What follows belongs to an exercise in optimizing a design on an open flow for small area, a short achievable clock period and few clock cycles per item; a production flow would make more cautious choices. No run shown here included a check of the RTL's function; only the layout flow was run.

[flow/config.mk]
export PLATFORM = sky130hd
export DESIGN_NAME = aes_dec_top
export DESIGN_NICKNAME = aes_dec_top
export VERILOG_FILES = /design/flow/design.v
export SDC_FILE = /design/flow/constraint.sdc
export NUM_CORES = 8
export LEC_CHECK = 0
export CAP_MARGIN = 20
export CORE_MARGIN = 2
export CORE_UTILIZATION = 30
export CTS_BUF_LIST = sky130_fd_sc_hd__clkbuf_8
export CTS_CLUSTER_SIZE = 30
export SETUP_SLACK_MARGIN = 1.4
export SLEW_MARGIN = 20
export SYNTH_HIERARCHICAL = 1
[flow/constraint.sdc]
create_clock -name core_clock -period 9.0 [get_ports {clk}]
set_input_delay 1.8000 -clock core_clock [delete_from_list [all_inputs] [get_ports {clk}]]
set_output_delay 1.8000 -clock core_clock [all_outputs]
set_load 0.01 [all_outputs]
[flow/design.v]
    function automatic logic [7:0] get_byte(input logic [127:0] b, input integer n);
        get_byte = b[8*(15-n) +: 8];
    endfunction
    function automatic logic [31:0] get_word(input logic [127:0] b, input integer k);
        get_word = {get_byte(b, k + 12), get_byte(b, k + 8), get_byte(b, k + 4), get_byte(b, k)};
    endfunction
    function automatic logic [7:0] rcon(input logic [3:0] i);
        case (i)
            4'd1:    rcon = 8'h01;
            4'd2:    rcon = 8'h02;
            4'd3:    rcon = 8'h04;
            4'd4:    rcon = 8'h08;
            4'd5:    rcon = 8'h10;
            4'd6:    rcon = 8'h20;
            4'd7:    rcon = 8'h40;
            4'd8:    rcon = 8'h80;
            4'd9:    rcon = 8'h1b;
            4'd10:   rcon = 8'h36;
            default: rcon = 8'h00;
        endcase
    endfunction
`timescale 1ns/1ps
module aes_dec_regs (
    input  logic         clk,
    input  logic         avs_read_i,
    input  logic         avs_write_i,
    input  logic [3:0]   avs_address_i,
    input  logic [31:0]  avs_writedata_i,
    input  logic         decrypt_busy_i,
    input  logic         key_ready_i,
    input  logic [127:0] plaintext_i,
    output logic [31:0]  avs_readdata_o,
    output logic         avs_waitrequest_o,
    output logic         expand_start_o,
    output logic         key_write_o,
    output logic         decrypt_start_o,
    output logic [127:0] cipher_key_o,
    output logic [127:0] ciphertext_o
);
    function automatic logic [7:0] get_byte(input logic [127:0] b, input integer n);
        get_byte = b[8*(15-n) +: 8];
    endfunction
    function automatic logic [31:0] get_word(input logic [127:0] b, input integer k);
        get_word = {get_byte(b, k + 12), get_byte(b, k + 8), get_byte(b, k + 4), get_byte(b, k)};
    endfunction
    function automatic logic [7:0] rcon(input logic [3:0] i);
        case (i)
            4'd1:    rcon = 8'h01;
            4'd2:    rcon = 8'h02;
            4'd3:    rcon = 8'h04;
            4'd4:    rcon = 8'h08;
            4'd5:    rcon = 8'h10;
            4'd6:    rcon = 8'h20;
            4'd7:    rcon = 8'h40;
            4'd8:    rcon = 8'h80;
            4'd9:    rcon = 8'h1b;
            4'd10:   rcon = 8'h36;
            default: rcon = 8'h00;
        endcase
    endfunction
    logic [3:0]   addr;
    logic         sel_key;
    logic         sel_ct;
    logic         sel_exp;
    logic         sel_dec;
    logic         wr_acc;
    logic [127:0] key_q;
    logic [127:0] ct_q;
    assign addr    = avs_address_i;
    assign sel_key = (addr[3:2] == 2'd0);
    assign sel_ct  = (addr[3:2] == 2'd1);
    assign sel_exp = (addr == 4'(8));
    assign sel_dec = (addr == 4'(9));
    assign avs_waitrequest_o = (avs_read_i  && sel_key && decrypt_busy_i) ||
                               (avs_write_i && (sel_key || sel_exp) && decrypt_busy_i) ||
                               (avs_write_i && sel_dec && !key_ready_i);
    assign wr_acc          = avs_write_i && !avs_waitrequest_o;
    assign expand_start_o  = wr_acc && sel_exp;
    assign decrypt_start_o = wr_acc && sel_dec;
    assign key_write_o     = wr_acc && sel_key;
    always_ff @(posedge clk) begin
        for (int k = 0; k < 4; k++) begin
            for (int i = 0; i < 4; i++) begin
                if (wr_acc && sel_key && addr[1:0] == 2'(k)) begin
                    key_q[8*(15-(k+4*i)) +: 8] <= avs_writedata_i[8*i +: 8];
                end
                if (wr_acc && sel_ct && addr[1:0] == 2'(k)) begin
                    ct_q[8*(15-(k+4*i)) +: 8] <= avs_writedata_i[8*i +: 8];
                end
            end
        end
    end
    assign cipher_key_o = key_q;
    assign ciphertext_o = ct_q;
    always_comb begin
        avs_readdata_o = '0;
        if (sel_key) begin
            avs_readdata_o = get_word(plaintext_i, addr[1:0]);
        end
    end
endmodule
`timescale 1ns/1ps
module aes_key_expand (
    input  logic         clk,
    input  logic         rst_n,
    input  logic         expand_start_i,
    input  logic         decrypt_start_i,
    input  logic         decrypt_busy_i,
    input  logic         key_write_i,
    input  logic [127:0] cipher_key_i,
    output logic         key_ready_o,
    output logic         last_round_o,
    output logic [127:0] whiten_key_o,
    output logic [127:0] round_key_o
);
    function automatic logic [7:0] get_byte(input logic [127:0] b, input integer n);
        get_byte = b[8*(15-n) +: 8];
    endfunction
    function automatic logic [31:0] get_word(input logic [127:0] b, input integer k);
        get_word = {get_byte(b, k + 12), get_byte(b, k + 8), get_byte(b, k + 4), get_byte(b, k)};
    endfunction
    function automatic logic [7:0] rcon(input logic [3:0] i);
        case (i)
            4'd1:    rcon = 8'h01;
            4'd2:    rcon = 8'h02;
            4'd3:    rcon = 8'h04;
            4'd4:    rcon = 8'h08;
            4'd5:    rcon = 8'h10;
            4'd6:    rcon = 8'h20;
            4'd7:    rcon = 8'h40;
            4'd8:    rcon = 8'h80;
            4'd9:    rcon = 8'h1b;
            4'd10:   rcon = 8'h36;
            default: rcon = 8'h00;
        endcase
    endfunction
    localparam logic [3:0] LAST_IDX = 4'(10);
    logic [127:0] rk_q;      
    logic [3:0]   idx_q;
    logic         clean_q;   
    logic         walk;      
    logic         last;      
    logic         fast;      
    logic         fwd;       
    logic         fwd_q;     
    logic         fast_q;    
    logic         step_back;
    logic         busy_d;
    logic [3:0]   idx_d;
    logic         clean_d;
    logic [31:0]  k0, k1, k2, k3p;
    logic [31:0]  sub_in;
    logic [31:0]  sub;
    logic [31:0]  t;
    logic [127:0] nxt_key;
    assign {k0, k1, k2, k3p} = rk_q;
    assign walk      = !decrypt_busy_i && (idx_q != LAST_IDX);
    assign last      = decrypt_busy_i && (idx_q == 4'd1);
    assign fast      = last && clean_q;
    assign fwd       = walk || fast;
    assign step_back = decrypt_start_i || (decrypt_busy_i && idx_q != 4'd1);
    assign sub_in = fwd_q ? (k2 ^ k3p) : k3p;
    for (genvar i = 0; i < 4; i++) begin : g_sbox
        aes_sbox u_sbox (.x(sub_in[8*((i+3)%4) +: 8]), .y(sub[8*i +: 8]));
    end
    assign t = k0 ^ sub ^ {rcon(fwd_q ? idx_q + 4'd1 : idx_q), 24'h000000};
    assign nxt_key = {t,
                      k1 ^ (fwd ? t : k0),
                      k1 ^ k2 ^ (fwd ? t : 32'h0),
                      k2 ^ k3p ^ (fwd ? 32'h0 : k1)};
    always_comb begin
        if (expand_start_i) begin
            idx_d = 4'd0;
        end else if (step_back) begin
            idx_d = idx_q - 4'd1;
        end else if (fwd) begin
            idx_d = idx_q + 4'd1;
        end else begin
            idx_d = idx_q;
        end
    end
    assign clean_d = expand_start_i || (clean_q && !key_write_i);
    assign busy_d = decrypt_start_i || (decrypt_busy_i && !last);
    always_ff @(posedge clk) begin
        if (!rst_n) begin
            idx_q   <= LAST_IDX;
            clean_q <= 1'b0;
            fwd_q   <= 1'b0;
            fast_q  <= 1'b0;
        end else begin
            idx_q   <= idx_d;
            clean_q <= clean_d;
            fwd_q   <= (!busy_d && idx_d != LAST_IDX) || (busy_d && idx_d == 4'd1 && clean_d);
            fast_q  <= busy_d && idx_d == 4'd1 && clean_d;
        end
    end
    always_ff @(posedge clk) begin
        if (expand_start_i) begin
            rk_q <= {cipher_key_i[127:32], cipher_key_i[63:32] ^ cipher_key_i[31:0]};
        end else if (step_back || fwd) begin
            rk_q <= nxt_key;
        end
    end
    assign key_ready_o  = (idx_q == LAST_IDX) && !decrypt_busy_i;
    assign last_round_o = (idx_q == 4'd1);
    assign whiten_key_o = {k0, k1, k2, k2 ^ k3p};
    assign round_key_o  = {fast_q ? cipher_key_i[127:96] : t, k0 ^ k1, k1 ^ k2, k3p};
endmodule
`timescale 1ns/1ps
module aes_dec_core (
    input  logic         clk,
    input  logic         rst_n,
    input  logic         decrypt_start_i,
    input  logic         last_round_i,
    input  logic [127:0] ciphertext_i,
    input  logic [127:0] whiten_key_i,
    input  logic [127:0] round_key_i,
    output logic         decrypt_busy_o,
    output logic [127:0] plaintext_o
);
    function automatic logic [7:0] get_byte(input logic [127:0] b, input integer n);
        get_byte = b[8*(15-n) +: 8];
    endfunction
    function automatic logic [31:0] get_word(input logic [127:0] b, input integer k);
        get_word = {get_byte(b, k + 12), get_byte(b, k + 8), get_byte(b, k + 4), get_byte(b, k)};
    endfunction
    function automatic logic [7:0] rcon(input logic [3:0] i);
        case (i)
            4'd1:    rcon = 8'h01;
            4'd2:    rcon = 8'h02;
            4'd3:    rcon = 8'h04;
            4'd4:    rcon = 8'h08;
            4'd5:    rcon = 8'h10;
            4'd6:    rcon = 8'h20;
            4'd7:    rcon = 8'h40;
            4'd8:    rcon = 8'h80;
            4'd9:    rcon = 8'h1b;
            4'd10:   rcon = 8'h36;
            default: rcon = 8'h00;
        endcase
    endfunction
    logic         busy_q;
    logic [127:0] state_q;
    logic [127:0] imc;
    logic [127:0] sub_in;
    logic [127:0] nxt;
    for (genvar c = 0; c < 4; c++) begin : g_imc
        aes_imc_col u_imc (
            .a({state_q[127-32*c-24 -: 8], state_q[127-32*c-16 -: 8],
                state_q[127-32*c-8 -: 8], state_q[127-32*c -: 8]}),
            .y({imc[127-32*c-24 -: 8], imc[127-32*c-16 -: 8],
                imc[127-32*c-8 -: 8], imc[127-32*c -: 8]})
        );
    end
    assign sub_in = busy_q ? imc : (ciphertext_i ^ whiten_key_i);
    for (genvar r = 0; r < 4; r++) begin : g_row
        for (genvar c = 0; c < 4; c++) begin : g_col
            aes_inv_sbox_ark u_isbox (
                .x({round_key_i[8*(15-(r+4*c)) +: 8],
                    sub_in[8*(15-(r+4*((c+4-r)%4))) +: 8]}),
                .y(nxt[8*(15-(r+4*c)) +: 8])
            );
        end
    end
    always_ff @(posedge clk) begin
        if (!rst_n) begin
            busy_q <= 1'b0;
        end else if (decrypt_start_i) begin
            busy_q <= 1'b1;
        end else if (last_round_i) begin
            busy_q <= 1'b0;
        end
    end
    always_ff @(posedge clk) begin
        if (decrypt_start_i || busy_q) begin
            state_q <= nxt;
        end
    end
    assign decrypt_busy_o = busy_q;
    assign plaintext_o    = state_q;
endmodule
module aes_g_xor(input logic a, input logic b, output logic y);
    assign y = a ^ b;
endmodule
module aes_g_xnor(input logic a, input logic b, output logic y);
    assign y = ~(a ^ b);
endmodule
module aes_g_and(input logic a, input logic b, output logic y);
    assign y = a & b;
endmodule
module aes_g_nand(input logic a, input logic b, output logic y);
    assign y = ~(a & b);
endmodule
module aes_g_or(input logic a, input logic b, output logic y);
    assign y = a | b;
endmodule
module aes_g_nor(input logic a, input logic b, output logic y);
    assign y = ~(a | b);
endmodule
module aes_g_andn(input logic a, input logic b, output logic y);
    assign y = ~a & b;
endmodule
module aes_g_nandn(input logic a, input logic b, output logic y);
    assign y = a | ~b;
endmodule
module aes_inv_sbox_ark (
    input  logic [15:0] x,
    output logic [7:0] y
);
    logic P0, P1, P2, P3, P4, P5, P6, P7, P8, P9, P10, P11;
    logic P12, P13, P14, P15, P16, P17, P18, P19, P20, P21, P22, P23;
    logic P24, P25, P26, P27, P28, P29, M1, M2, M3, M4, M5, M6;
    logic M7, M8, M9, M10, M11, M12, M13, M14, M15, M16, M17, M18;
    logic M19, M20, M21, M22, M23, M46, M47, M48, M49, M50, M51, M52;
    logic M53, M54, M55, M56, M57, M58, M59, M60, M61, M62, M63, R0;
    logic R1, R2, R3, R4, R5, R6, R7, R8, R9, R10, R11, R12;
    logic R13, R14, R15, R16, R17, R18, R19, R20, R21, R22, R23, R24;
    logic R25, R26, R27, R28, R29, R30, R31, R32, R33, R34, R35, R36;
    logic R37, R38, R39, R40, R41, R42, SEL00, SEL01, SEL10, SEL11, G8, G4;
    logic H0_0, H0_1, M37, G11, H1_0, H1_1, M38, G2, H2_0, H2_1, M39, G13;
    logic H3_0, H3_1, M40, G6, G5, G3, H4_0, H4_1, M41, H5_0, H5_1, M42;
    logic G7, H6_0, H6_1, M43, H7_0, H7_1, M44, G14, H8_0, H8_1, M45;
    aes_g_xnor u0 (.a(x[4]), .b(x[6]), .y(P0));
    aes_g_xor u1 (.a(x[0]), .b(x[1]), .y(P1));
    aes_g_xor u2 (.a(x[3]), .b(x[4]), .y(P2));
    aes_g_xnor u3 (.a(x[6]), .b(x[7]), .y(P3));
    aes_g_xor u4 (.a(P0), .b(P1), .y(P4));
    aes_g_xor u5 (.a(x[2]), .b(x[5]), .y(P5));
    aes_g_xor u6 (.a(x[0]), .b(x[3]), .y(P6));
    aes_g_xor u7 (.a(x[3]), .b(x[6]), .y(P7));
    aes_g_xor u8 (.a(x[7]), .b(P0), .y(P8));
    aes_g_xor u9 (.a(P1), .b(P3), .y(P9));
    aes_g_xor u10 (.a(x[1]), .b(x[2]), .y(P10));
    aes_g_xor u11 (.a(x[0]), .b(x[5]), .y(P11));
    aes_g_xor u12 (.a(x[2]), .b(x[3]), .y(P12));
    aes_g_xor u13 (.a(x[2]), .b(x[7]), .y(P13));
    aes_g_xor u14 (.a(x[4]), .b(x[7]), .y(P14));
    aes_g_xor u15 (.a(x[1]), .b(x[5]), .y(P15));
    aes_g_xnor u16 (.a(P3), .b(P6), .y(P16));
    aes_g_xnor u17 (.a(x[7]), .b(P5), .y(P17));
    aes_g_xor u18 (.a(x[5]), .b(P2), .y(P18));
    aes_g_xnor u19 (.a(P7), .b(P15), .y(P19));
    aes_g_xnor u20 (.a(P1), .b(P7), .y(P20));
    aes_g_xnor u21 (.a(P0), .b(P11), .y(P21));
    aes_g_xor u22 (.a(P1), .b(P2), .y(P22));
    aes_g_xnor u23 (.a(P2), .b(P10), .y(P23));
    aes_g_xnor u24 (.a(P0), .b(P5), .y(P24));
    aes_g_xnor u25 (.a(x[0]), .b(P2), .y(P25));
    aes_g_xor u26 (.a(P4), .b(P13), .y(P26));
    aes_g_xnor u27 (.a(P9), .b(P12), .y(P27));
    aes_g_xor u28 (.a(x[3]), .b(P8), .y(P28));
    aes_g_xnor u29 (.a(x[5]), .b(P4), .y(P29));
    aes_g_nand u30 (.a(P9), .b(P24), .y(M1));
    aes_g_nand u31 (.a(P14), .b(P8), .y(M2));
    aes_g_xor u32 (.a(P27), .b(M1), .y(M3));
    aes_g_nand u33 (.a(P4), .b(P17), .y(M4));
    aes_g_xor u34 (.a(M4), .b(M1), .y(M5));
    aes_g_nand u35 (.a(P22), .b(P19), .y(M6));
    aes_g_nand u36 (.a(P0), .b(P25), .y(M7));
    aes_g_xor u37 (.a(P21), .b(M6), .y(M8));
    aes_g_nand u38 (.a(P20), .b(P29), .y(M9));
    aes_g_xor u39 (.a(M9), .b(M6), .y(M10));
    aes_g_nand u40 (.a(P2), .b(P26), .y(M11));
    aes_g_nand u41 (.a(P28), .b(P23), .y(M12));
    aes_g_xor u42 (.a(M12), .b(M11), .y(M13));
    aes_g_nand u43 (.a(P3), .b(P16), .y(M14));
    aes_g_xor u44 (.a(M14), .b(M11), .y(M15));
    aes_g_xnor u45 (.a(M3), .b(M2), .y(M16));
    aes_g_xnor u46 (.a(M5), .b(P6), .y(M17));
    aes_g_xnor u47 (.a(M8), .b(M7), .y(M18));
    aes_g_xor u48 (.a(M10), .b(M15), .y(M19));
    aes_g_xor u49 (.a(M16), .b(M13), .y(M20));
    aes_g_xor u50 (.a(M17), .b(M15), .y(M21));
    aes_g_xor u51 (.a(M18), .b(M13), .y(M22));
    aes_g_xnor u52 (.a(M19), .b(P18), .y(M23));
    aes_g_nand u53 (.a(M44), .b(P24), .y(M46));
    aes_g_nand u54 (.a(M40), .b(P8), .y(M47));
    aes_g_nand u55 (.a(M39), .b(P17), .y(M48));
    aes_g_nand u56 (.a(M43), .b(P19), .y(M49));
    aes_g_nand u57 (.a(M38), .b(P25), .y(M50));
    aes_g_nand u58 (.a(M37), .b(P29), .y(M51));
    aes_g_nand u59 (.a(M42), .b(P26), .y(M52));
    aes_g_nand u60 (.a(M45), .b(P23), .y(M53));
    aes_g_nand u61 (.a(M41), .b(P16), .y(M54));
    aes_g_nand u62 (.a(M44), .b(P9), .y(M55));
    aes_g_nand u63 (.a(M40), .b(P14), .y(M56));
    aes_g_nand u64 (.a(M39), .b(P4), .y(M57));
    aes_g_nand u65 (.a(M43), .b(P22), .y(M58));
    aes_g_nand u66 (.a(M38), .b(P0), .y(M59));
    aes_g_nand u67 (.a(M37), .b(P20), .y(M60));
    aes_g_nand u68 (.a(M42), .b(P2), .y(M61));
    aes_g_nand u69 (.a(M45), .b(P28), .y(M62));
    aes_g_nand u70 (.a(M41), .b(P3), .y(M63));
    aes_g_xor u71 (.a(M52), .b(M61), .y(R0));
    aes_g_xnor u72 (.a(M59), .b(R0), .y(R1));
    aes_g_xor u73 (.a(M58), .b(M62), .y(R2));
    aes_g_xnor u74 (.a(M54), .b(R2), .y(R3));
    aes_g_xor u75 (.a(M47), .b(M50), .y(R4));
    aes_g_xor u76 (.a(M48), .b(M56), .y(R5));
    aes_g_xor u77 (.a(R1), .b(R3), .y(R6));
    aes_g_xor u78 (.a(M46), .b(M51), .y(R7));
    aes_g_xor u79 (.a(M50), .b(M53), .y(R8));
    aes_g_xor u80 (.a(M49), .b(M60), .y(R9));
    aes_g_xor u81 (.a(M57), .b(M63), .y(R10));
    aes_g_xor u82 (.a(R5), .b(R9), .y(R11));
    aes_g_xor u83 (.a(R1), .b(R8), .y(R12));
    aes_g_xor u84 (.a(R4), .b(R11), .y(R13));
    aes_g_xor u85 (.a(M55), .b(M61), .y(R14));
    aes_g_xnor u86 (.a(M51), .b(x[15]), .y(R15));
    aes_g_xnor u87 (.a(M49), .b(x[9]), .y(R16));
    aes_g_xor u88 (.a(M54), .b(M55), .y(R17));
    aes_g_xnor u89 (.a(M48), .b(x[12]), .y(R18));
    aes_g_xnor u90 (.a(M57), .b(x[13]), .y(R19));
    aes_g_xnor u91 (.a(M58), .b(x[11]), .y(R20));
    aes_g_xnor u92 (.a(M63), .b(x[14]), .y(R21));
    aes_g_xor u93 (.a(R10), .b(R14), .y(R22));
    aes_g_xor u94 (.a(R2), .b(R16), .y(R23));
    aes_g_xor u95 (.a(R0), .b(R19), .y(R24));
    aes_g_xor u96 (.a(R5), .b(R20), .y(R25));
    aes_g_xnor u97 (.a(M46), .b(R18), .y(R26));
    aes_g_xnor u98 (.a(M49), .b(R15), .y(R27));
    aes_g_xor u99 (.a(x[10]), .b(R7), .y(R28));
    aes_g_xor u100 (.a(R7), .b(R10), .y(R29));
    aes_g_xor u101 (.a(R17), .b(R21), .y(R30));
    aes_g_xor u102 (.a(R1), .b(R30), .y(R31));
    aes_g_xor u103 (.a(R3), .b(R24), .y(R32));
    aes_g_xor u104 (.a(R25), .b(R29), .y(R33));
    aes_g_xor u105 (.a(R4), .b(R28), .y(R34));
    aes_g_xor u106 (.a(x[8]), .b(R22), .y(R35));
    aes_g_xor u107 (.a(R13), .b(R32), .y(R36));
    aes_g_xor u108 (.a(R6), .b(R34), .y(R37));
    aes_g_xor u109 (.a(R12), .b(R23), .y(R38));
    aes_g_xor u110 (.a(R12), .b(R33), .y(R39));
    aes_g_xor u111 (.a(R13), .b(R31), .y(R40));
    aes_g_xor u112 (.a(R6), .b(R26), .y(R41));
    aes_g_xor u113 (.a(R6), .b(R27), .y(R42));
    aes_g_nor u114 (.a(M21), .b(M23), .y(SEL00));
    aes_g_andn u115 (.a(M21), .b(M23), .y(SEL01));
    aes_g_andn u116 (.a(M23), .b(M21), .y(SEL10));
    aes_g_and u117 (.a(M21), .b(M23), .y(SEL11));
    aes_g_and u118 (.a(M20), .b(M22), .y(G8));
    aes_g_andn u119 (.a(M22), .b(M20), .y(G4));
    aes_g_a22oi u120 (.a1(SEL00), .a2(G8), .b1(SEL01), .b2(G4), .y(H0_0));
    aes_g_a21oi u121 (.a1(SEL11), .a2(M20), .b1(SEL10), .y(H0_1));
    aes_g_nand u122 (.a(H0_0), .b(H0_1), .y(M37));
    aes_g_nandn u123 (.a(M22), .b(M20), .y(G11));
    aes_g_a22oi u124 (.a1(SEL00), .a2(G4), .b1(SEL01), .b2(G8), .y(H1_0));
    aes_g_a22oi u125 (.a1(SEL10), .a2(G11), .b1(SEL11), .b2(G11), .y(H1_1));
    aes_g_nand u126 (.a(H1_0), .b(H1_1), .y(M38));
    aes_g_andn u127 (.a(M20), .b(M22), .y(G2));
    aes_g_a21oi u128 (.a1(SEL00), .a2(G8), .b1(SEL01), .y(H2_0));
    aes_g_a22oi u129 (.a1(SEL10), .a2(G2), .b1(SEL11), .b2(M22), .y(H2_1));
    aes_g_nand u130 (.a(H2_0), .b(H2_1), .y(M39));
    aes_g_nandn u131 (.a(M20), .b(M22), .y(G13));
    aes_g_a22oi u132 (.a1(SEL00), .a2(G2), .b1(SEL01), .b2(G13), .y(H3_0));
    aes_g_a22oi u133 (.a1(SEL10), .a2(G8), .b1(SEL11), .b2(G13), .y(H3_1));
    aes_g_nand u134 (.a(H3_0), .b(H3_1), .y(M40));
    aes_g_xor u135 (.a(M20), .b(M22), .y(G6));
    aes_g_inv u136 (.a(M22), .y(G5));
    aes_g_inv u137 (.a(M20), .y(G3));
    aes_g_a22oi u138 (.a1(SEL00), .a2(G6), .b1(SEL01), .b2(G5), .y(H4_0));
    aes_g_a22oi u139 (.a1(SEL10), .a2(G3), .b1(SEL11), .b2(G6), .y(H4_1));
    aes_g_nand u140 (.a(H4_0), .b(H4_1), .y(M41));
    aes_g_a22oi u141 (.a1(SEL01), .a2(G11), .b1(SEL10), .b2(G13), .y(H5_0));
    aes_g_nand u142 (.a(SEL11), .b(G6), .y(H5_1));
    aes_g_nand u143 (.a(H5_0), .b(H5_1), .y(M42));
    aes_g_nand u144 (.a(M20), .b(M22), .y(G7));
    aes_g_a22oi u145 (.a1(SEL00), .a2(M20), .b1(SEL01), .b2(M20), .y(H6_0));
    aes_g_a22oi u146 (.a1(SEL10), .a2(G4), .b1(SEL11), .b2(G7), .y(H6_1));
    aes_g_nand u147 (.a(H6_0), .b(H6_1), .y(M43));
    aes_g_a22oi u148 (.a1(SEL00), .a2(M22), .b1(SEL01), .b2(G2), .y(H7_0));
    aes_g_a22oi u149 (.a1(SEL10), .a2(M22), .b1(SEL11), .b2(G7), .y(H7_1));
    aes_g_nand u150 (.a(H7_0), .b(H7_1), .y(M44));
    aes_g_or u151 (.a(M20), .b(M22), .y(G14));
    aes_g_a22oi u152 (.a1(SEL00), .a2(G6), .b1(SEL01), .b2(G14), .y(H8_0));
    aes_g_nand u153 (.a(SEL10), .b(G14), .y(H8_1));
    aes_g_nand u154 (.a(H8_0), .b(H8_1), .y(M45));
    assign y[0] = R35;
    assign y[1] = R38;
    assign y[2] = R37;
    assign y[3] = R39;
    assign y[4] = R41;
    assign y[5] = R36;
    assign y[6] = R40;
    assign y[7] = R42;
endmodule
module aes_g_inv(input logic a, output logic y);
    assign y = ~a;
endmodule
module aes_g_a21oi(input logic a1, input logic a2, input logic b1, output logic y);
    assign y = ~((a1 & a2) | b1);
endmodule
module aes_g_a22oi(input logic a1, input logic a2, input logic b1, input logic b2, output logic y);
    assign y = ~((a1 & a2) | (b1 & b2));
endmodule
module aes_sbox (
    input  logic [7:0] x,
    output logic [7:0] y
);
    logic T1, T2, T3, T4, T5, T6, T7, T8, T9, T10, T11, T12;
    logic T13, T14, T15, T16, T17, T18, T19, T20, T21, T22, T23, T24;
    logic T25, T26, T27, M1, M2, M3, M4, M5, M6, M7, M8, M9;
    logic M10, M11, M12, M13, M14, M15, M16, M17, M18, M19, M20, M21;
    logic M22, M23, M24, M25, M26, M27, M28, M29, M30, M31, M32, M33;
    logic M34, M35, M36, M37, M38, M39, M40, M41, M42, M43, M44, M45;
    logic M46, M47, M48, M49, M50, M51, M52, M53, M54, M55, M56, M57;
    logic M58, M59, M60, M61, M62, M63, L0, L1, L2, L3, L4, L5;
    logic L6, L7, L8, L9, L10, L11, L12, L13, L14, L15, L16, L17;
    logic L18, L19, L20, L21, L22, L23, L24, L25, L26, L27, L28, L29;
    logic S0, S1, S2, S3, S4, S5, S6, S7;
    aes_g_xnor u0 (.a(x[7]), .b(x[4]), .y(T1));
    aes_g_xnor u1 (.a(x[7]), .b(x[2]), .y(T2));
    aes_g_xnor u2 (.a(x[7]), .b(x[1]), .y(T3));
    aes_g_xnor u3 (.a(x[4]), .b(x[2]), .y(T4));
    aes_g_xor u4 (.a(x[3]), .b(x[1]), .y(T5));
    aes_g_xor u5 (.a(T1), .b(T5), .y(T6));
    aes_g_xor u6 (.a(x[6]), .b(x[5]), .y(T7));
    aes_g_xor u7 (.a(x[0]), .b(T6), .y(T8));
    aes_g_xnor u8 (.a(x[0]), .b(T7), .y(T9));
    aes_g_xor u9 (.a(T6), .b(T7), .y(T10));
    aes_g_xor u10 (.a(x[6]), .b(x[2]), .y(T11));
    aes_g_xor u11 (.a(x[5]), .b(x[2]), .y(T12));
    aes_g_xnor u12 (.a(T3), .b(T4), .y(T13));
    aes_g_xnor u13 (.a(T6), .b(T11), .y(T14));
    aes_g_xnor u14 (.a(T5), .b(T11), .y(T15));
    aes_g_xnor u15 (.a(T5), .b(T12), .y(T16));
    aes_g_xnor u16 (.a(T9), .b(T16), .y(T17));
    aes_g_xor u17 (.a(x[4]), .b(x[0]), .y(T18));
    aes_g_xor u18 (.a(T7), .b(T18), .y(T19));
    aes_g_xor u19 (.a(T1), .b(T19), .y(T20));
    aes_g_xor u20 (.a(x[1]), .b(x[0]), .y(T21));
    aes_g_xnor u21 (.a(T7), .b(T21), .y(T22));
    aes_g_xnor u22 (.a(T2), .b(T22), .y(T23));
    aes_g_xor u23 (.a(T2), .b(T10), .y(T24));
    aes_g_xor u24 (.a(T20), .b(T17), .y(T25));
    aes_g_xor u25 (.a(T3), .b(T16), .y(T26));
    aes_g_xor u26 (.a(T1), .b(T12), .y(T27));
    aes_g_nor u27 (.a(T13), .b(T6), .y(M1));
    aes_g_nor u28 (.a(T23), .b(T8), .y(M2));
    aes_g_xor u29 (.a(T14), .b(M1), .y(M3));
    aes_g_nand u30 (.a(T19), .b(x[0]), .y(M4));
    aes_g_xnor u31 (.a(M4), .b(M1), .y(M5));
    aes_g_nor u32 (.a(T3), .b(T16), .y(M6));
    aes_g_nor u33 (.a(T22), .b(T9), .y(M7));
    aes_g_xor u34 (.a(T26), .b(M6), .y(M8));
    aes_g_nor u35 (.a(T20), .b(T17), .y(M9));
    aes_g_xor u36 (.a(M9), .b(M6), .y(M10));
    aes_g_nor u37 (.a(T1), .b(T15), .y(M11));
    aes_g_nor u38 (.a(T4), .b(T27), .y(M12));
    aes_g_xor u39 (.a(M12), .b(M11), .y(M13));
    aes_g_nor u40 (.a(T2), .b(T10), .y(M14));
    aes_g_xor u41 (.a(M14), .b(M11), .y(M15));
    aes_g_xor u42 (.a(M3), .b(M2), .y(M16));
    aes_g_xor u43 (.a(M5), .b(T24), .y(M17));
    aes_g_xor u44 (.a(M8), .b(M7), .y(M18));
    aes_g_xor u45 (.a(M10), .b(M15), .y(M19));
    aes_g_xor u46 (.a(M16), .b(M13), .y(M20));
    aes_g_xor u47 (.a(M17), .b(M15), .y(M21));
    aes_g_xor u48 (.a(M18), .b(M13), .y(M22));
    aes_g_xor u49 (.a(M19), .b(T25), .y(M23));
    aes_g_xnor u50 (.a(M22), .b(M23), .y(M24));
    aes_g_nand u51 (.a(M22), .b(M20), .y(M25));
    aes_g_xor u52 (.a(M21), .b(M25), .y(M26));
    aes_g_xnor u53 (.a(M20), .b(M21), .y(M27));
    aes_g_xor u54 (.a(M23), .b(M25), .y(M28));
    aes_g_nor u55 (.a(M28), .b(M27), .y(M29));
    aes_g_nor u56 (.a(M26), .b(M24), .y(M30));
    aes_g_nand u57 (.a(M20), .b(M23), .y(M31));
    aes_g_nor u58 (.a(M27), .b(M31), .y(M32));
    aes_g_xor u59 (.a(M27), .b(M25), .y(M33));
    aes_g_nand u60 (.a(M21), .b(M22), .y(M34));
    aes_g_nor u61 (.a(M24), .b(M34), .y(M35));
    aes_g_xor u62 (.a(M24), .b(M25), .y(M36));
    aes_g_xnor u63 (.a(M21), .b(M29), .y(M37));
    aes_g_xnor u64 (.a(M32), .b(M33), .y(M38));
    aes_g_xor u65 (.a(M23), .b(M30), .y(M39));
    aes_g_xnor u66 (.a(M35), .b(M36), .y(M40));
    aes_g_xnor u67 (.a(M38), .b(M40), .y(M41));
    aes_g_xor u68 (.a(M37), .b(M39), .y(M42));
    aes_g_xnor u69 (.a(M37), .b(M38), .y(M43));
    aes_g_xor u70 (.a(M39), .b(M40), .y(M44));
    aes_g_xnor u71 (.a(M42), .b(M41), .y(M45));
    aes_g_nor u72 (.a(M44), .b(T6), .y(M46));
    aes_g_nor u73 (.a(M40), .b(T8), .y(M47));
    aes_g_nand u74 (.a(M39), .b(x[0]), .y(M48));
    aes_g_nor u75 (.a(M43), .b(T16), .y(M49));
    aes_g_nor u76 (.a(M38), .b(T9), .y(M50));
    aes_g_nor u77 (.a(M37), .b(T17), .y(M51));
    aes_g_nor u78 (.a(M42), .b(T15), .y(M52));
    aes_g_nor u79 (.a(M45), .b(T27), .y(M53));
    aes_g_nor u80 (.a(M41), .b(T10), .y(M54));
    aes_g_nor u81 (.a(M44), .b(T13), .y(M55));
    aes_g_nor u82 (.a(M40), .b(T23), .y(M56));
    aes_g_nand u83 (.a(M39), .b(T19), .y(M57));
    aes_g_nor u84 (.a(M43), .b(T3), .y(M58));
    aes_g_nor u85 (.a(M38), .b(T22), .y(M59));
    aes_g_nor u86 (.a(M37), .b(T20), .y(M60));
    aes_g_nor u87 (.a(M42), .b(T1), .y(M61));
    aes_g_nor u88 (.a(M45), .b(T4), .y(M62));
    aes_g_nor u89 (.a(M41), .b(T2), .y(M63));
    aes_g_xor u90 (.a(M61), .b(M62), .y(L0));
    aes_g_xor u91 (.a(M50), .b(M56), .y(L1));
    aes_g_xnor u92 (.a(M46), .b(M48), .y(L2));
    aes_g_xor u93 (.a(M47), .b(M55), .y(L3));
    aes_g_xor u94 (.a(M54), .b(M58), .y(L4));
    aes_g_xor u95 (.a(M49), .b(M61), .y(L5));
    aes_g_xor u96 (.a(M62), .b(L5), .y(L6));
    aes_g_xor u97 (.a(M46), .b(L3), .y(L7));
    aes_g_xor u98 (.a(M51), .b(M59), .y(L8));
    aes_g_xor u99 (.a(M52), .b(M53), .y(L9));
    aes_g_xor u100 (.a(M53), .b(L4), .y(L10));
    aes_g_xor u101 (.a(M60), .b(L2), .y(L11));
    aes_g_xnor u102 (.a(M48), .b(M51), .y(L12));
    aes_g_xor u103 (.a(M50), .b(L0), .y(L13));
    aes_g_xor u104 (.a(M52), .b(M61), .y(L14));
    aes_g_xor u105 (.a(M55), .b(L1), .y(L15));
    aes_g_xor u106 (.a(M56), .b(L0), .y(L16));
    aes_g_xnor u107 (.a(M57), .b(L1), .y(L17));
    aes_g_xor u108 (.a(M58), .b(L8), .y(L18));
    aes_g_xor u109 (.a(M63), .b(L4), .y(L19));
    aes_g_xor u110 (.a(L0), .b(L1), .y(L20));
    aes_g_xor u111 (.a(L1), .b(L7), .y(L21));
    aes_g_xor u112 (.a(L3), .b(L12), .y(L22));
    aes_g_xor u113 (.a(L18), .b(L2), .y(L23));
    aes_g_xor u114 (.a(L15), .b(L9), .y(L24));
    aes_g_xor u115 (.a(L6), .b(L10), .y(L25));
    aes_g_xor u116 (.a(L7), .b(L9), .y(L26));
    aes_g_xor u117 (.a(L8), .b(L10), .y(L27));
    aes_g_xor u118 (.a(L11), .b(L14), .y(L28));
    aes_g_xor u119 (.a(L11), .b(L17), .y(L29));
    aes_g_xor u120 (.a(L6), .b(L24), .y(S0));
    aes_g_xnor u121 (.a(L16), .b(L26), .y(S1));
    aes_g_xnor u122 (.a(L19), .b(L28), .y(S2));
    aes_g_xor u123 (.a(L6), .b(L21), .y(S3));
    aes_g_xor u124 (.a(L20), .b(L22), .y(S4));
    aes_g_xor u125 (.a(L25), .b(L29), .y(S5));
    aes_g_xnor u126 (.a(L13), .b(L27), .y(S6));
    aes_g_xnor u127 (.a(L6), .b(L23), .y(S7));
    assign y[0] = S7;
    assign y[1] = S6;
    assign y[2] = S5;
    assign y[3] = S4;
    assign y[4] = S3;
    assign y[5] = S2;
    assign y[6] = S1;
    assign y[7] = S0;
endmodule
module aes_imc_col (
    input  logic [31:0] a,
    output logic [31:0] y
);
    logic T0, T1, T2, T3, T4, T5, T6, T7, T8, T9, T10, T11;
    logic T12, T13, T14, T15, T16, T17, T18, T19, T20, T21, T22, T23;
    logic T24, T25, T26, T27, T28, T29, T30, T31, T32, T33, T34, T35;
    logic T36, T37, T38, T39, T40, T41, T42, T43, T44, T45, T46, T47;
    logic T48, T49, T50, T51, T52, T53, T54, T55, T56, T57, T58, T59;
    logic T60, T61, T62, T63, T64, T65, T66, T67, T68, T69, T70, T71;
    logic T72, T73, T74, T75, T76, T77, T78, T79, T80, T81, T82, T83;
    logic T84, T85, T86, T87, T88, T89, T90, T91, T92, T93, T94, T95;
    logic T96, T97, T98, T99, T100, T101, T102, T103, T104, T105, T106, T107;
    logic T108, T109, T110, T111, T112, T113, T114, T115, T116, T117, T118, T119;
    logic T120, T121, T122, T123, T124, T125, T126, T127, T128, T129, T130, T131;
    logic T132, T133, T134, T135, T136, T137, T138, T139, T140, T141, T142, T143;
    logic T144, T145, T146, T147, T148, T149, T150, T151, T152, T153, T154, T155;
    logic T156, T157, T158, T159, T160, T161, T162, T163, T164, T165, T166, T167;
    logic T168, T169, T170, T171, T172;
    aes_g_xor u0 (.a(a[13]), .b(a[29]), .y(T0));
    aes_g_xor u1 (.a(a[5]), .b(a[21]), .y(T1));
    aes_g_xor u2 (.a(a[6]), .b(a[22]), .y(T2));
    aes_g_xor u3 (.a(a[14]), .b(a[30]), .y(T3));
    aes_g_xor u4 (.a(T0), .b(T1), .y(T4));
    aes_g_xor u5 (.a(a[11]), .b(a[23]), .y(T5));
    aes_g_xor u6 (.a(a[7]), .b(a[27]), .y(T6));
    aes_g_xor u7 (.a(a[19]), .b(a[31]), .y(T7));
    aes_g_xor u8 (.a(a[3]), .b(a[15]), .y(T8));
    aes_g_xor u9 (.a(a[18]), .b(T3), .y(T9));
    aes_g_xor u10 (.a(a[10]), .b(T2), .y(T10));
    aes_g_xor u11 (.a(a[1]), .b(T4), .y(T11));
    aes_g_xor u12 (.a(a[9]), .b(a[25]), .y(T12));
    aes_g_xor u13 (.a(a[4]), .b(a[20]), .y(T13));
    aes_g_xor u14 (.a(a[12]), .b(a[28]), .y(T14));
    aes_g_xor u15 (.a(a[0]), .b(a[16]), .y(T15));
    aes_g_xor u16 (.a(a[8]), .b(a[24]), .y(T16));
    aes_g_xor u17 (.a(a[26]), .b(T10), .y(T17));
    aes_g_xor u18 (.a(a[2]), .b(T9), .y(T18));
    aes_g_xor u19 (.a(T5), .b(T7), .y(T19));
    aes_g_xor u20 (.a(T6), .b(T8), .y(T20));
    aes_g_xor u21 (.a(a[17]), .b(T12), .y(T21));
    aes_g_xor u22 (.a(a[7]), .b(a[23]), .y(T22));
    aes_g_xor u23 (.a(a[15]), .b(a[31]), .y(T23));
    aes_g_xor u24 (.a(a[17]), .b(T2), .y(T24));
    aes_g_xor u25 (.a(T15), .b(T16), .y(T25));
    aes_g_xor u26 (.a(T13), .b(T14), .y(T26));
    aes_g_xor u27 (.a(T19), .b(T20), .y(T27));
    aes_g_xor u28 (.a(T3), .b(T4), .y(T28));
    aes_g_xor u29 (.a(T11), .b(T21), .y(T29));
    aes_g_xor u30 (.a(T17), .b(T18), .y(T30));
    aes_g_xor u31 (.a(T11), .b(T24), .y(T31));
    aes_g_xor u32 (.a(a[15]), .b(a[23]), .y(T32));
    aes_g_xor u33 (.a(a[7]), .b(a[31]), .y(T33));
    aes_g_xor u34 (.a(a[23]), .b(a[31]), .y(T34));
    aes_g_xor u35 (.a(a[7]), .b(a[15]), .y(T35));
    aes_g_xor u36 (.a(a[2]), .b(a[17]), .y(T36));
    aes_g_xor u37 (.a(T5), .b(T8), .y(T37));
    aes_g_xor u38 (.a(a[4]), .b(T7), .y(T38));
    aes_g_xor u39 (.a(T5), .b(T6), .y(T39));
    aes_g_xor u40 (.a(T15), .b(T23), .y(T40));
    aes_g_xor u41 (.a(T2), .b(T14), .y(T41));
    aes_g_xor u42 (.a(T3), .b(T13), .y(T42));
    aes_g_xor u43 (.a(T2), .b(T16), .y(T43));
    aes_g_xor u44 (.a(T16), .b(T22), .y(T44));
    aes_g_xor u45 (.a(T0), .b(T8), .y(T45));
    aes_g_xor u46 (.a(T1), .b(T23), .y(T46));
    aes_g_xor u47 (.a(T0), .b(T22), .y(T47));
    aes_g_xor u48 (.a(a[26]), .b(T25), .y(T48));
    aes_g_xor u49 (.a(T1), .b(T39), .y(T49));
    aes_g_xor u50 (.a(T4), .b(T43), .y(T50));
    aes_g_xor u51 (.a(a[6]), .b(T26), .y(T51));
    aes_g_xor u52 (.a(a[22]), .b(T26), .y(T52));
    aes_g_xor u53 (.a(T17), .b(T40), .y(T53));
    aes_g_xor u54 (.a(T18), .b(T44), .y(T54));
    aes_g_xor u55 (.a(T27), .b(T41), .y(T55));
    aes_g_xor u56 (.a(T28), .b(T32), .y(T56));
    aes_g_xor u57 (.a(T27), .b(T42), .y(T57));
    aes_g_xor u58 (.a(a[13]), .b(a[30]), .y(T58));
    aes_g_xor u59 (.a(a[5]), .b(a[22]), .y(T59));
    aes_g_xor u60 (.a(a[4]), .b(a[28]), .y(T60));
    aes_g_xor u61 (.a(a[7]), .b(a[30]), .y(T61));
    aes_g_xor u62 (.a(a[1]), .b(a[9]), .y(T62));
    aes_g_xor u63 (.a(a[12]), .b(a[20]), .y(T63));
    aes_g_xor u64 (.a(a[1]), .b(a[25]), .y(T64));
    aes_g_xor u65 (.a(a[21]), .b(a[29]), .y(T65));
    aes_g_xor u66 (.a(a[14]), .b(a[23]), .y(T66));
    aes_g_xor u67 (.a(a[5]), .b(a[14]), .y(T67));
    aes_g_xor u68 (.a(a[8]), .b(a[16]), .y(T68));
    aes_g_xor u69 (.a(a[3]), .b(a[10]), .y(T69));
    aes_g_xor u70 (.a(a[2]), .b(a[19]), .y(T70));
    aes_g_xor u71 (.a(a[15]), .b(a[30]), .y(T71));
    aes_g_xor u72 (.a(a[12]), .b(a[21]), .y(T72));
    aes_g_xor u73 (.a(a[0]), .b(a[8]), .y(T73));
    aes_g_xor u74 (.a(a[11]), .b(a[18]), .y(T74));
    aes_g_xor u75 (.a(a[5]), .b(a[28]), .y(T75));
    aes_g_xor u76 (.a(a[16]), .b(a[24]), .y(T76));
    aes_g_xor u77 (.a(a[9]), .b(a[24]), .y(T77));
    aes_g_xor u78 (.a(a[9]), .b(a[26]), .y(T78));
    aes_g_xor u79 (.a(a[14]), .b(a[31]), .y(T79));
    aes_g_xor u80 (.a(a[25]), .b(T3), .y(T80));
    aes_g_xor u81 (.a(T7), .b(T69), .y(T81));
    aes_g_xor u82 (.a(T15), .b(T33), .y(T82));
    aes_g_xor u83 (.a(T34), .b(T68), .y(T83));
    aes_g_xor u84 (.a(a[24]), .b(T15), .y(T84));
    aes_g_xor u85 (.a(a[12]), .b(T13), .y(T85));
    aes_g_xor u86 (.a(a[29]), .b(T63), .y(T86));
    aes_g_xor u87 (.a(a[16]), .b(T35), .y(T87));
    aes_g_xor u88 (.a(T33), .b(T76), .y(T88));
    aes_g_xor u89 (.a(T6), .b(T12), .y(T89));
    aes_g_xor u90 (.a(a[0]), .b(T35), .y(T90));
    aes_g_xor u91 (.a(T7), .b(T75), .y(T91));
    aes_g_xor u92 (.a(a[28]), .b(T13), .y(T92));
    aes_g_xor u93 (.a(a[21]), .b(T58), .y(T93));
    aes_g_xor u94 (.a(T6), .b(T14), .y(T94));
    aes_g_xor u95 (.a(a[13]), .b(T59), .y(T95));
    aes_g_xor u96 (.a(a[27]), .b(T36), .y(T96));
    aes_g_xor u97 (.a(a[29]), .b(T67), .y(T97));
    aes_g_xor u98 (.a(T12), .b(T70), .y(T98));
    aes_g_xor u99 (.a(T3), .b(T12), .y(T99));
    aes_g_xor u100 (.a(a[20]), .b(T14), .y(T100));
    aes_g_xor u101 (.a(a[6]), .b(T65), .y(T101));
    aes_g_xor u102 (.a(a[0]), .b(T34), .y(T102));
    aes_g_xor u103 (.a(a[13]), .b(T60), .y(T103));
    aes_g_xor u104 (.a(a[8]), .b(T82), .y(T104));
    aes_g_xor u105 (.a(T9), .b(T25), .y(T105));
    aes_g_xor u106 (.a(T38), .b(T94), .y(T106));
    aes_g_xor u107 (.a(a[20]), .b(T45), .y(T107));
    aes_g_xor u108 (.a(T19), .b(T92), .y(T108));
    aes_g_xor u109 (.a(T10), .b(T96), .y(T109));
    aes_g_xor u110 (.a(T45), .b(T72), .y(T110));
    aes_g_xor u111 (.a(a[25]), .b(T83), .y(T111));
    aes_g_xor u112 (.a(T20), .b(T74), .y(T112));
    aes_g_xor u113 (.a(T4), .b(T81), .y(T113));
    aes_g_xor u114 (.a(T46), .b(T61), .y(T114));
    aes_g_xor u115 (.a(T10), .b(T64), .y(T115));
    aes_g_xor u116 (.a(T88), .b(T99), .y(T116));
    aes_g_xor u117 (.a(T37), .b(T98), .y(T117));
    aes_g_xor u118 (.a(T24), .b(T78), .y(T118));
    aes_g_xor u119 (.a(T37), .b(T100), .y(T119));
    aes_g_xor u120 (.a(T46), .b(T66), .y(T120));
    aes_g_xor u121 (.a(T47), .b(T79), .y(T121));
    aes_g_xor u122 (.a(T77), .b(T90), .y(T122));
    aes_g_xor u123 (.a(T36), .b(T80), .y(T123));
    aes_g_xor u124 (.a(T20), .b(T85), .y(T124));
    aes_g_xor u125 (.a(T19), .b(T25), .y(T125));
    aes_g_xor u126 (.a(T9), .b(T62), .y(T126));
    aes_g_xor u127 (.a(T21), .b(T73), .y(T127));
    aes_g_xor u128 (.a(T47), .b(T71), .y(T128));
    aes_g_xor u129 (.a(T11), .b(T116), .y(T129));
    aes_g_xor u130 (.a(T50), .b(T102), .y(T130));
    aes_g_xor u131 (.a(T28), .b(T117), .y(T131));
    aes_g_xor u132 (.a(T89), .b(T105), .y(T132));
    aes_g_xor u133 (.a(T18), .b(T106), .y(T133));
    aes_g_xor u134 (.a(T49), .b(T103), .y(T134));
    aes_g_xor u135 (.a(T52), .b(T121), .y(T135));
    aes_g_xor u136 (.a(T51), .b(T128), .y(T136));
    aes_g_xor u137 (.a(T109), .b(T125), .y(T137));
    aes_g_xor u138 (.a(T52), .b(T114), .y(T138));
    aes_g_xor u139 (.a(T48), .b(T112), .y(T139));
    aes_g_xor u140 (.a(T51), .b(T120), .y(T140));
    aes_g_xor u141 (.a(T18), .b(T119), .y(T141));
    aes_g_xor u142 (.a(T38), .b(T110), .y(T142));
    aes_g_xor u143 (.a(T50), .b(T87), .y(T143));
    aes_g_xor u144 (.a(T49), .b(T86), .y(T144));
    aes_g_xor u145 (.a(T28), .b(T104), .y(T145));
    aes_g_xor u146 (.a(T17), .b(T124), .y(T146));
    aes_g_xor u147 (.a(T91), .b(T107), .y(T147));
    aes_g_xor u148 (.a(T17), .b(T108), .y(T148));
    aes_g_xor u149 (.a(T11), .b(T137), .y(T149));
    aes_g_xor u150 (.a(T55), .b(T93), .y(T150));
    aes_g_xor u151 (.a(T53), .b(T123), .y(T151));
    aes_g_xor u152 (.a(T29), .b(T146), .y(T152));
    aes_g_xor u153 (.a(T54), .b(T118), .y(T153));
    aes_g_xor u154 (.a(T53), .b(T126), .y(T154));
    aes_g_xor u155 (.a(T56), .b(T84), .y(T155));
    aes_g_xor u156 (.a(T56), .b(T127), .y(T156));
    aes_g_xor u157 (.a(T30), .b(T142), .y(T157));
    aes_g_xor u158 (.a(T30), .b(T147), .y(T158));
    aes_g_xor u159 (.a(T29), .b(T148), .y(T159));
    aes_g_xor u160 (.a(T55), .b(T97), .y(T160));
    aes_g_xor u161 (.a(T31), .b(T139), .y(T161));
    aes_g_xor u162 (.a(T48), .b(T131), .y(T162));
    aes_g_xor u163 (.a(T30), .b(T144), .y(T163));
    aes_g_xor u164 (.a(T29), .b(T133), .y(T164));
    aes_g_xor u165 (.a(T54), .b(T115), .y(T165));
    aes_g_xor u166 (.a(T30), .b(T134), .y(T166));
    aes_g_xor u167 (.a(T31), .b(T122), .y(T167));
    aes_g_xor u168 (.a(T29), .b(T141), .y(T168));
    aes_g_xor u169 (.a(T57), .b(T101), .y(T169));
    aes_g_xor u170 (.a(T31), .b(T111), .y(T170));
    aes_g_xor u171 (.a(T113), .b(T132), .y(T171));
    aes_g_xor u172 (.a(T57), .b(T95), .y(T172));
    assign y[0] = T143;
    assign y[1] = T156;
    assign y[2] = T154;
    assign y[3] = T149;
    assign y[4] = T168;
    assign y[5] = T157;
    assign y[6] = T172;
    assign y[7] = T140;
    assign y[8] = T155;
    assign y[9] = T170;
    assign y[10] = T153;
    assign y[11] = T171;
    assign y[12] = T159;
    assign y[13] = T163;
    assign y[14] = T150;
    assign y[15] = T135;
    assign y[16] = T130;
    assign y[17] = T129;
    assign y[18] = T151;
    assign y[19] = T161;
    assign y[20] = T164;
    assign y[21] = T158;
    assign y[22] = T169;
    assign y[23] = T138;
    assign y[24] = T145;
    assign y[25] = T167;
    assign y[26] = T165;
    assign y[27] = T162;
    assign y[28] = T152;
    assign y[29] = T166;
    assign y[30] = T160;
    assign y[31] = T136;
endmodule
`timescale 1ns/1ps
module aes_dec_top (
    input  logic        clk,
    input  logic        rst_n,
    input  logic        avs_read_i,
    input  logic        avs_write_i,
    input  logic [3:0]  avs_address_i,
    input  logic [31:0] avs_writedata_i,
    output logic [31:0] avs_readdata_o,
    output logic        avs_waitrequest_o
);
    logic         expand_start;
    logic         key_write;
    logic         decrypt_start;
    logic         decrypt_busy;
    logic         key_ready;
    logic         last_round;
    logic [127:0] cipher_key;
    logic [127:0] ciphertext;
    logic [127:0] plaintext;
    logic [127:0] whiten_key;
    logic [127:0] round_key;
    aes_dec_regs i_aes_dec_regs (
        .clk               (clk),
        .avs_read_i        (avs_read_i),
        .avs_write_i       (avs_write_i),
        .avs_address_i     (avs_address_i),
        .avs_writedata_i   (avs_writedata_i),
        .decrypt_busy_i    (decrypt_busy),
        .key_ready_i       (key_ready),
        .plaintext_i       (plaintext),
        .avs_readdata_o    (avs_readdata_o),
        .avs_waitrequest_o (avs_waitrequest_o),
        .expand_start_o    (expand_start),
        .key_write_o       (key_write),
        .decrypt_start_o   (decrypt_start),
        .cipher_key_o      (cipher_key),
        .ciphertext_o      (ciphertext)
    );
    aes_key_expand i_aes_key_expand (
        .clk             (clk),
        .rst_n           (rst_n),
        .expand_start_i  (expand_start),
        .decrypt_start_i (decrypt_start),
        .decrypt_busy_i  (decrypt_busy),
        .key_write_i     (key_write),
        .cipher_key_i    (cipher_key),
        .key_ready_o     (key_ready),
        .last_round_o    (last_round),
        .whiten_key_o    (whiten_key),
        .round_key_o     (round_key)
    );
    aes_dec_core i_aes_dec_core (
        .clk             (clk),
        .rst_n           (rst_n),
        .decrypt_start_i (decrypt_start),
        .last_round_i    (last_round),
        .ciphertext_i    (ciphertext),
        .whiten_key_i    (whiten_key),
        .round_key_i     (round_key),
        .decrypt_busy_o  (decrypt_busy),
        .plaintext_o     (plaintext)
    );
endmodule
[flow/run.sh]
#!/bin/bash
# synth_recipe.tcl (not shown) runs the flow's synth.tcl, then flattens the netlist and writes it again
# the make line also repeats each setting of config.mk as NAME=value (left out here)
make -C /OpenROAD-flow-scripts/flow DESIGN_CONFIG=/design/flow/config.mk WORK_HOME=/design/flow/orfs CLKGATE_MAP_FILE= SYNTH_SCRIPT=/design/flow/synth_recipe.tcl finish
==> results of run 1 <==
## cell usage after synthesis (3+ instances only)
| cell type | count |
|---|---|
| or2_1 | 17 |
| xor2_1 | 2185 |
| buf_2 | 14 |
| o31ai_1 | 7 |
| edfxtp_1 | 512 |
| a31oi_1 | 3 |
| nand3_1 | 4 |
| nor2b_1 | 40 |
| nand3b_1 | 3 |
| o21a_1 | 5 |
| mux2_2 | 52 |
| ha_1 | 8 |
| clkbuf_1 | 40 |
| nor2b_4 | 65 |
| o21ai_1 | 35 |
| dfxtp_1 | 8 |
| xnor2_1 | 713 |
| o21ai_2 | 84 |
| nor3b_1 | 5 |
| nor3_1 | 12 |
| o21ai_0 | 120 |
| buf_4 | 295 |
| a21oi_2 | 33 |
| and3_1 | 3 |
| mux4_1 | 3 |
| and3b_1 | 3 |
| nand2_1 | 1003 |
| buf_1 | 5 |
| nand2b_1 | 38 |
| nor2_1 | 144 |
| mux4_2 | 29 |
| buf_6 | 22 |
| a22oi_2 | 224 |
| a21oi_1 | 6 |
| a21boi_1 | 3 |
| nor4b_1 | 5 |
| and2_1 | 33 |
| inv_1 | 45 |
## modules after synthesis (local to each module, per instance), a selection
module	cells	area (sq um)	flops+latches	times used
aes_key_expand	989	9610	135	1
aes_g_xnor	1	8.76	0	528
aes_g_andn	1	13.8	0	64
aes_g_nor	1	3.75	0	128
aes_imc_col	32	240	0	4
aes_dec_core	545	6730	129	1
aes_g_nandn	1	6.26	0	32
aes_dec_regs	355	8840	256	1
aes_g_or	1	6.26	0	16
aes_inv_sbox_ark	8	60.1	0	16
## final timing paths
path                                                    end  cells after the start  slack (ns)                     start
worst min-delay path              i_aes_key_expand.rk_q[82]                      2        0.48  i_aes_dec_regs.key_q[82]
worst min register to register    i_aes_key_expand.rk_q[82]                      2        0.48  i_aes_dec_regs.key_q[82]
worst max register to register  i_aes_dec_core.state_q[101]                     25        1.69    i_aes_key_expand.fwd_q
worst max-delay path            i_aes_dec_core.state_q[101]                     25        1.69    i_aes_key_expand.fwd_q
## per-layer routing
| metal | track usage, % | vias to the layer above | part of all wire (%) |
|---|---|---|---|
| li1 | - | 18500 | - |
| met1 | 24.6 | 19400 | 44 |
| met4 | 7.63 | 6 | 4.5 |
| met2 | 30.0 | 1246 | 46 |
| met3 | 1.98 | 259 | 5.5 |
| met5 | 0 | - | 0.017 |
## state kept, by name, summed over array words and instances, names as in the netlist, 4 cells and up
signal,cells
i_aes_dec_core.state_q,128
i_aes_dec_regs.ct_q,128
i_aes_dec_regs.key_q,128
i_aes_key_expand.idx_q,4
i_aes_key_expand.rk_q,128
## kinds of logic after synthesis
group                    Yosys count
AO/OA/AOI/OAI                    533
XOR/XNOR                        2899
adder cells (fa/ha/maj)            8
buffers and inverters            422
flip-flops                       520
multiplexers                      86
AND/OR/NAND/NOR                 1393
## through the flow
step,area [sq um],cells,hold WS [ns]
detailed placement,58200,8105,0.511
global route,60900,8278,0.504
CTS,60100,8270,0.465
floorplan,56500,5861,0.498
finish,60900,8278,0.475
global placement,58200,8105,0.503
## repair_timing
action,CTS,global route
pin swaps,0,5
gates cloned,0,0
resized for setup,10,97
buffers inserted,0,3
endpoints found under the setup margin,21,120
## worst min-delay path, cell delays in order (launching register included)
cell and delay, ns:
edfxtp_1 0.32, nand2_1 0.05, o21ai_0 0.06
## layout make-up
type	count	area [sq um]
antenna	3	7.51
clock buffer	95	1310
tap	2495	3120
inverter	45	169
multi-input combinational	4919	38900
timing repair buffer	131	1250
clock inverter	70	542
sequential	520	15500
fill	19300	127000
==> summary.md, run 1 <==
| Metric | Value |
|---|---|
| Compound-gate portion of the synthesized area | 8.63% |
| Core area | 0.187 sq mm |
| Setup Skew | 0.0987 ns |
| Max incr delay on CP | 0.52 ns |
| DR pass1 iterations | 5 |
| Simple-gate share of the synthesized area | 11.3% |
| Adder-cell share of the synthesized area | 0.177% |
| Initial antenna violation count | 11 |
| CTS Buffer Depth | 3 |
| Synth Area in XOR/XNOR | 44.9% |
| F_max | 0.137 GHz |
| Most frequent CP cell | xor2_1 |
| Utilization after layout | 32.5% |
| Most common cell after layout, fill and taps aside | xor2_1 |
| Syn_area_per_cell | 9.64 sq um |
| Syn Nets | 5909 |
| WP data arrival | 7.87 ns |
| Initial Util | 30.2% |
| WP buf/inv | 1 |
| Cell area after synthesis | 0.0565 sq mm |
| Remaining antenna violation count | 0 |
| Outcome | no timing/DRC/antenna violations |
| Via count of the routed design | 39400 |
| Avg WL per Cell | 22.0 microns |
| Tightest Pin Transition | 1.22 ns |
| Max Cap Viol | 0 |
| Leading area contributor after synthesis | xor2_1 |
| Synthesis-to-layout area growth | 7.66% |
| First-pass GRT wire length | 262 mm |
| Fin crit share | 81.2% |
| Post-synthesis mux area share | 2.37% |
| Detail Placement HPWL | 145 mm |
| Share of the synthesized area in the top cell type | 33.9% |
| CP Capture Type | flip-flop |
| CP max FO | 25 |
| RSZ-0062 raised after global routing | false |
| Setup ws final | 1.69 ns |
| Synth async-reset ratio | 0% |
| Setup violators final | 0 |
| Post-DR vias/cell | 4.76 |
| Worst-skew pair later-pin latency | 0.82 ns |
| Seq cells post-synth | 520 |
| Most frequent cells in the layout | 2140 x xor2_1, 1003 x nand2_1, 670 x xnor2_1 |
| # DRC | 0 |
| Final Hold Viols | 0 |
| Placer Congestion | 0.947 |
| Largest family of logic cells by synthesized area | XOR/XNOR gates |
| I/O pin count | 73 |
| Worst Hold Class | flip-flop to flip-flop |
| Row count | 159 |
| Dpl ws | 0.984 ns |
| Die Width | 438 microns |
| Largest net degree at the start of global routing | 226 |
| Pins Over Slew Limit | 0 |
| Most used flip-flop cell after synthesis | edfxtp_1 |
| H-Tree Depth | 3 |
| CTS Buf Count | 94 |
| Nets | 5759 |
| Die Span Y | 438 microns |
| Slew HR | 18.9% |
| Number of synthesized flops with an enable pin | 512 |
| Vias in the first global route | 38900 |
| Hold Buf Count CTS | 0 |
| Synth top area cells | xor2_1 34%, edfxtp_1 27%, xnor2_1 11%, nand2_1 6.7%, a22oi_2 5.0% |
| CTS Sinks | 520 |
| Netlist cell types | 65 |
| Synth warn | 9 |
| Die area | 0.192 sq mm |
| All-Layer GR Usage | 18.4% |
| Top Family by Delay on Critical Path | XOR/XNOR gates |
| Overflow after GRT | 0 |
| CP Class | flip-flop to flip-flop |
| Critical Path Source Type | flip-flop |
| Worst path slowest cell | xnor2_1 |
| Layout cells sized above 1 | 13.8% |
| Port buffer count | 72 |
| Fin Setup TNS | 0 ns |
| CTS clk-pin slew, worst paths | 0.07 ns |
| Period minus WS final | 7.31 ns |
| Routed WL | 182 mm |
| Critical Path RT | 9.56 ns |
| Seq/Total Area, Yosys | 27.5% |
| CTS tree | done |
| CTS Root Cell | clkbuf_8 |
| Synthesized netlist cell count | 5861 |
| Drt first-iter violations | 3606 |
==> run 2, diff against run 1 <==
--- a/flow/config.mk
+++ b/flow/config.mk
@@ -12,3 +12,3 @@
 export CTS_CLUSTER_SIZE = 30
-export SETUP_SLACK_MARGIN = 1.4
+export SETUP_SLACK_MARGIN = 2.0
 export SLEW_MARGIN = 20
==> run 2 against run 1 <==
Clock skew shrank 0.0035 ns. Highest routed layer unchanged. Still clean on timing, DRC and antenna. Via count grew 1.1%. Flip-flop and latch count stayed put. First-iteration DRC count is 3.8% lower. Utilization is 1.5 points higher. Sequential share of layout area shrank 1.1 points. Routed wire length rose by 1.2%. Cell count grew 0.87%.
==> summary.md, run 2 <==
| Metric | Value |
|---|---|
| Outcome | no timing/DRC/antenna violations |
| Worst Hold Class | flip-flop to flip-flop |
| RSZ-0062 raised after global routing | true |
| FF+latch area | 0.0155 sq mm |
| CTS Buffer Depth | 3 |
| Synth warn | 9 |
| Synthesis-to-layout area growth | 12.6% |
| Synthesized netlist cell count | 5861 |
| Syn_area_per_cell | 9.64 sq um |
| Synth top area cells | xor2_1 34%, edfxtp_1 27%, xnor2_1 11%, nand2_1 6.7%, a22oi_2 5.0% |
| Worst-skew pair later-pin latency | 0.82 ns |
| Seq/Total Area, Yosys | 27.5% |
| Detail Placement HPWL | 145 mm |
| Number of synthesized flops with an enable pin | 512 |
| Seq cells post-synth | 520 |
| # DRC | 0 |
| Final Hold Viols | 0 |
| First-pass GRT wire length | 263 mm |
| Die area | 0.192 sq mm |
| Setup Skew | 0.0951 ns |
| Largest net degree at the start of global routing | 226 |
| Core area | 0.187 sq mm |
| Cell area after synthesis | 0.0565 sq mm |
| Slew HR | 19.8% |
| Footprint of the multi-input gates | 0.0411 sq mm |
| Fin Setup TNS | 0 ns |
| Overflow after GRT | 0 |
| Most used flip-flop cell after synthesis | edfxtp_1 |
| Die Span Y | 438 microns |
| Tightest Pin Transition | 1.19 ns |
| Port buffer count | 72 |
| Avg WL per Cell | 22.0 microns |
| Top-count cell post-synth | xor2_1 |
| Hold Buf Count CTS | 0 |
| WP data arrival | 7.25 ns |
| Pins Over Slew Limit | 0 |
| Layout cells sized above 1 | 18.7% |
| Final cell count without fillers | 8350 |
| Row count | 159 |
| Placer Congestion | 0.947 |
| I/O pin count | 73 |
| DR pass1 iterations | 6 |
| Post-DR vias/cell | 4.77 |
| Routed WL | 184 mm |
| All-Layer GR Usage | 18.4% |
| CTS Sinks | 520 |
| F_max | 0.148 GHz |
| Via count of the routed design | 39800 |
| Placed instance count | 8105 |
| Drt first-iter violations | 3468 |
| CP Class | flip-flop to flip-flop |
| Initial antenna violation count | 10 |
| Setup violators final | 0 |
| Most frequent cells in the layout | 2005 x xor2_1, 1003 x nand2_1, 612 x xnor2_1 |
| Most frequent cells after synthesis | 2185 x xor2_1, 1003 x nand2_1, 713 x xnor2_1 |
| Period minus WS final | 6.77 ns |
| CP Capture Type | flip-flop |
| CTS clk-pin slew, worst paths | 0.07 ns |
| CTS Root Cell | clkbuf_8 |
| Fin crit share | 75.2% |
| Share of the synthesized area in the top cell type | 33.9% |
| Fill count | 19000 |
| Netlist cell types | 65 |
| Most common cell after layout, fill and taps aside | xor2_1 |
| Die Width | 438 microns |
| CTS tree | done |
| Critical Path RT | 9.48 ns |
| Leading area contributor after synthesis | xor2_1 |
| CP max FO | 16 |
| CTS Buf Count | 94 |
| Remaining antenna violation count | 0 |
| Syn Nets | 5909 |
| H-Tree Depth | 3 |
| Initial Util | 30.2% |
| Max Cap Viol | 0 |
| Vias in the first global route | 39100 |
| Nets | 5831 |
| Critical Path Source Type | flip-flop |
| Synth async-reset ratio | 0% |
-- run 2: repair_timing --
action                     in CTS  in global routing
setup endpoints to repair     161                145
resized for setup             128                278
cloned                          0                  0
setup buffers                   8                 67
pin swaps                      11                 45
-- run 2: Yosys stat by module, one instance, submodules excluded, a selection --
module | flip-flops and latches | times used | cells
aes_dec_regs | 256 | 1 | 355
aes_imc_col | 0 | 4 | 32
aes_sbox | 0 | 4 | 8
aes_g_andn | 0 | 64 | 1
aes_g_a22oi | 0 | 224 | 1
aes_g_a21oi | 0 | 32 | 1
aes_g_xnor | 0 | 528 | 1
aes_g_xor | 0 | 1948 | 1
aes_g_nandn | 0 | 32 | 1
aes_g_and | 0 | 32 | 1
aes_g_or | 0 | 16 | 1
aes_g_inv | 0 | 32 | 1
-- run 2: cell families after synthesis --
family | count (synthesis) | synth area share, %
fa+ha+maj | 8 | 0.177
buf+inv | 422 | 5.10
simple gates | 1393 | 11.3
compound gates | 533 | 8.63
flops | 520 | 27.5
mux | 86 | 2.37
xor+xnor | 2899 | 44.9
-- run 2: area by class of cell --
class	instances	share of cell area [%]
clock inverter	70	0.851
inverter	45	0.265
tap	2495	4.91
clock buffer	95	2.05
sequential	520	24.4
antenna	3	0.0118
timing repair buffer	203	2.85
multi-input combinational	4919	64.6
-- run 2: metal layers --
metal	up-vias	GRT usage [%]	part of all wire, %
met5	-	0	0.017
met4	6	8.14	4.8
met3	283	2.16	6.0
met2	1298	29.8	46
met1	19700	24.7	43
li1	18600	-	-
-- run 2: critical path: stages (launching register included) --
cell	delay (ns)
dfxtp_4	0.48
nand2_1	0.18
xnor2_4	0.33
xor2_4	0.25
xor2_4	0.24
xor2_1	0.32
nor2_1	0.13
xor2_2	0.24
xor2_1	0.26
xor2_2	0.27
xnor2_2	0.18
xor2_1	0.29
xnor2_2	0.22
xor2_1	0.25
nor2_1	0.12
xnor2_1	0.31
xor2_1	0.30
buf_4	0.17
xor2_1	0.17
xor2_1	0.40
xnor2_1	0.19
xnor2_2	0.32
o21ai_1	0.20
xor2_1	0.21
xor2_1	0.20
xor2_1	0.20
-- run 2: worst paths after layout --
| check | slack (ns) | start | cells after the start | endpoint |
|---|---|---|---|---|
| worst max-delay path | 2.23 | i_aes_key_expand.fwd_q | 25 | i_aes_dec_core.state_q[122] |
| worst min-delay path | 0.48 | i_aes_dec_regs.key_q[82] | 2 | i_aes_key_expand.rk_q[82] |
| worst max register to register | 2.23 | i_aes_key_expand.fwd_q | 25 | i_aes_dec_core.state_q[122] |
| worst min register to register | 0.48 | i_aes_dec_regs.key_q[82] | 2 | i_aes_key_expand.rk_q[82] |
-- run 2: metrics by stage --
stage                     area [sq um]  hold WS (ns)  worst slack, ns  util (%)
after floorplan                  56500         0.498             2.26         -
after global placement           58200         0.503            0.985      31.0
after detailed placement         58200         0.511            0.984      31.0
after CTS                        61000         0.465             1.99      32.5
after global routing             63600         0.502             1.91      34.0
final                            63600         0.476             2.23      34.0

-- re-timing with driven ports --
In the flow no input, the clock included, has a driving cell. The finished layouts below were timed again as built, in two steps.
Step 1 sets driving cells, clkbuf_16 on the clock port and buf_2 on the other inputs (assumed; they add their load-dependent delay and slew).
Step 2 moves the port delays by t, midway between the first and last clock arrival at a register: inputs arrive t later, outputs are due t later. That takes back most of the time a late clock gives input paths.
a / b / c = ideal ports / drivers / drivers and shift; a / b = the first two.
| run | t, ns | setup slack, ns | hold slack, ns |
|---|---|---|---|
| run 1 | 0.858 | 1.690 / 1.690 / 1.690 | 0.475 / 0.475 / 0.475 |
| run 2 | 0.863 | 2.232 / 2.232 / 2.232 | 0.476 / 0.476 / 0.476 |
After both steps setup and hold are still met in every run listed.
